This is an optimization exercise on Yosys and OpenROAD, whose aim is small area, a short achievable clock period and few clock cycles per item, not a production implementation. In this exercise RTL edits were held to simulation tests only and were not proved equivalent to the original. Power and IR drop assume default switching activity.

==> run a: inputs <==
## booth_mult_top
module booth_mult_top (
	input  logic                          clk,
	input  logic                          reset,
	input  logic                          in_valid,
	input  logic signed [16-1:0] multiplicand,
	input  logic signed [16-1:0] multiplier,
	output logic                          out_valid,
	output logic signed [32-1:0] product
);
clock: 5.5 ns
lec_check: 0
cap_margin: 20
core_margin: 2
core_utilization: 50
setup_slack_margin: 3.4
slew_margin: 20
standard.sh (not shown) runs the stock make flow with config.mk's settings and CLKGATE_MAP_FILE= SYNTH_SCRIPT=/design/flow/synth_recipe.tcl, a recipe that flattens the netlist after the stock synthesis.
==> flow/flow/run.sh <==
#!/bin/bash
# Layout flow: the standard ORFS flow (standard.sh), unchanged synthesis, with these changes:
#  - after synthesis, polarity.py re-chooses the polarity of full adders and xor gates so that
#    fewer inverters are needed (registers and all other cells are left as they are);
#  - port buffers are buf_1 instead of the delay buffer that buffer_ports picks by default;
#  - clock tree: sink clusters of up to 20 registers under sky130_fd_sc_hd__clkbuf_8 leaves, no dummy loads.
# Each tool writes its full output to a log here: synth.log, polarity.log, standard.log
# (and ORFS's own logs under orfs/).
set -euo pipefail
R=orfs/results/sky130hd/booth_mult_top/base
bash standard.sh synth > synth.log 2>&1
cp $R/1_2_yosys.v $R/1_2_yosys_std.v
python3 flow/polarity.py $R/1_2_yosys_std.v $R/1_2_yosys.v > polarity.log 2>&1
rm -f $R/1_synth.odb $R/1_synth.sdc
export BUFFER_PORTS_ARGS="-buffer_cell sky130_fd_sc_hd__buf_1"
export CTS_ARGS="-sink_clustering_enable -repair_clock_nets -buf_list sky130_fd_sc_hd__clkbuf_8 -sink_clustering_size 20 -sink_clustering_max_diameter 60 -dont_use_dummy_load"
bash standard.sh > standard.log 2>&1
Other scripts of this flow, unchanged in this note and not shown: flow/flow/polarity.py
==> inputs of run b, as changes to run a <==
- CORE_UTILIZATION: 50 -> 40
==> inputs of run c, as changes to run a <==
- CORE_UTILIZATION: 50 -> 40
- SETUP_SLACK_MARGIN: 3.4 -> 3.5
==> summary of the runs <==
Run a went through all stages and came out clean. Run b finished clean. Run c finished with timing, DRC and antenna clean. The lowest design area belongs to run a, the highest to run c. Between run c and run b, the lower combinational power is in run b (gap about 9%, measured against run b). Sequential share of layout area: run a > run b > run c. Clock-buffer cell count: run b > run c > run a. Sequential power is about the same in run b and run a. Of run c and run a, run c has the higher clock power (gap about 8%, measured against run a). In run c the first-iteration DRC count is larger than in run a, by 98%.
Testbench counts of run a, summed over its fixed seeds: cycles 24,024, items 24,000.
Testbench counts of run b, summed over its fixed seeds: cycles 24,024, items 24,000.
Testbench counts of run c, summed over its fixed seeds: cycles 24,024, items 24,000.

---

==> v3 <==
Another version of the RTL of booth_mult_top (not shown whole).
export LEC_CHECK = 0
export CAP_MARGIN = 20
export CORE_MARGIN = 2
export CORE_UTILIZATION = 50
export PLACE_DENSITY = 0.75
export SETUP_SLACK_MARGIN = 3.4
export SLEW_MARGIN = 20
create_clock -name core_clock -period 5.5 [get_ports {clk}]
Scripts as last shown in full above: flow/flow/run.sh
Other scripts of this flow, unchanged in this note and not shown: flow/flow/polarity.py
==> v30: changes against v3 <==
- PLACE_DENSITY: 0.75 -> default
==> v9: changes against v3 <==
==> flow/flow/run.sh (replaced) <==
#!/bin/bash
# Layout flow: the standard ORFS flow (standard.sh), unchanged synthesis, with these changes:
#  - after synthesis, polarity.py re-chooses the polarity of full adders and xor gates so that
#    fewer inverters are needed (registers and all other cells are left as they are);
#  - port buffers are buf_1 instead of the delay buffer that buffer_ports picks by default;
#  - clock tree: sink clusters of up to 36 registers under sky130_fd_sc_hd__clkbuf_16 leaves, no dummy loads.
# Each tool writes its full output to a log here: synth.log, polarity.log, standard.log
# (and ORFS's own logs under orfs/).
set -euo pipefail
R=orfs/results/sky130hd/booth_mult_top/base
bash standard.sh synth > synth.log 2>&1
cp $R/1_2_yosys.v $R/1_2_yosys_std.v
python3 flow/polarity.py $R/1_2_yosys_std.v $R/1_2_yosys.v > polarity.log 2>&1
rm -f $R/1_synth.odb $R/1_synth.sdc
export BUFFER_PORTS_ARGS="-buffer_cell sky130_fd_sc_hd__buf_1"
export CTS_ARGS="-sink_clustering_enable -repair_clock_nets -buf_list sky130_fd_sc_hd__clkbuf_16 -sink_clustering_size 36 -sink_clustering_max_diameter 100 -dont_use_dummy_load"
bash standard.sh > standard.log 2>&1
- PLACE_DENSITY: 0.75 -> default
==> comparison <==
v3 finished with timing, DRC and antenna clean. v30 ran to the end with no violations. v9 completed without violations.
In area after synthesis, v3 and v9 do not differ.
Of v3 and v9, v9 has the higher wire length (gap 7.2%, measured against v9).
In die area, v30 and v3 do not differ.
Global-route usage: v3 < v9 < v30.
Of v3 and v30, v3 has the higher count of clock-buffer cells in the layout (gap 1).
Between v30 and v9, the lower final cell count is in v9 (gap 0.53%, measured against v9).
Register-to-register slack is about the same in v3 and v30.
Against v30, the critical path depth of v3 is higher by 3.
Against v3, the design area of v30 is smaller by 0.48%.
==> figures <==
item	v3	v9	v30
Post-layout power	5370 uW	5360 uW	5350 uW
Portion of the clock cycle consumed by the worst path in the final layout	37.7%	37.8%	38.1%
Critical Path AT	2.41 ns	2.37 ns	0.99 ns
Cell type of the slowest stage on the worst timing path	dfxtp_4	dfxtp_2	dfxtp_2
Number of vias per cell	5.51	5.51	5.47
Crit path required time	5.84 ns	5.80 ns	4.40 ns
Clk Tree Root Cell	clkbuf_8	clkbuf_16	clkbuf_8
Pre-CTS worst setup slack	3.05 ns	2.97 ns	2.97 ns
Depth of the critical timing path with buffers and inverters included	4	4	1
Kind of end point of the critical path	flop	flop	output port
Proportion of cell area occupied by multi-input gates	50.0%	50.1%	50.0%
Worst-case clock skew	0.0628 ns	0.0668 ns	0.0779 ns
Result of the run	timing/DRC/antenna clean	timing/DRC/antenna clean	timing/DRC/antenna clean
Non-clock buffering overhead	4.00%	3.71%	3.97%
TritonCTS buffer count	17	10	16
Routed wl met2	9.15 mm	9.87 mm	9.88 mm
Final critical path time including I/O delays and setup	2.07 ns	2.08 ns	2.09 ns
Sum of buffers and inverters on the critical path	1	0	1
Routed metal-1 wirelength	8.14 mm	9.11 mm	8.99 mm
Testbench counts of v3, summed over its fixed seeds: cycles 24,024, items 24,000.
Testbench counts of v30, summed over its fixed seeds: cycles 24,024, items 24,000.
Testbench counts of v9, summed over its fixed seeds: cycles 24,024, items 24,000.

-- separate check: timing with driven ports --
No port has a modelled driver above. Below, the same layouts with a new extraction and two added sets of constraints. Step 1: set_driving_cell puts a clkbuf_16 on clk and a buf_2 on each other input, an assumption about the parent block. Step 2 times the ports against the registers' clock, not the clock port: input delays grow and output delays shrink by t, the midpoint of the rising clock arrivals with the driver on. Three values: no drivers, after step 1, after step 2; two values: the first two.
| run | shift t [ns] | setup slack, ns | worst hold slack (ns) |
|---|---|---|---|
| run a | 0.530 | 3.442 / 3.405 / 3.456 | 0.319 / 0.319 / 0.319 |
| run b | 0.559 | 3.406 / 3.365 / 3.464 | 0.328 / 0.328 / 0.328 |
| run c | 0.548 | 3.406 / 3.362 / 3.406 | 0.330 / 0.330 / 0.330 |
| v3 | 0.535 | 3.425 / 3.385 / 3.425 | 0.299 / 0.299 / 0.299 |
| v30 | 0.538 | 3.407 / 3.371 / 3.436 | 0.307 / 0.307 / 0.307 |
| v9 | 0.501 | 3.423 / 3.398 / 3.423 | 0.339 / 0.339 / 0.339 |
After both steps every run listed still meets setup and hold.
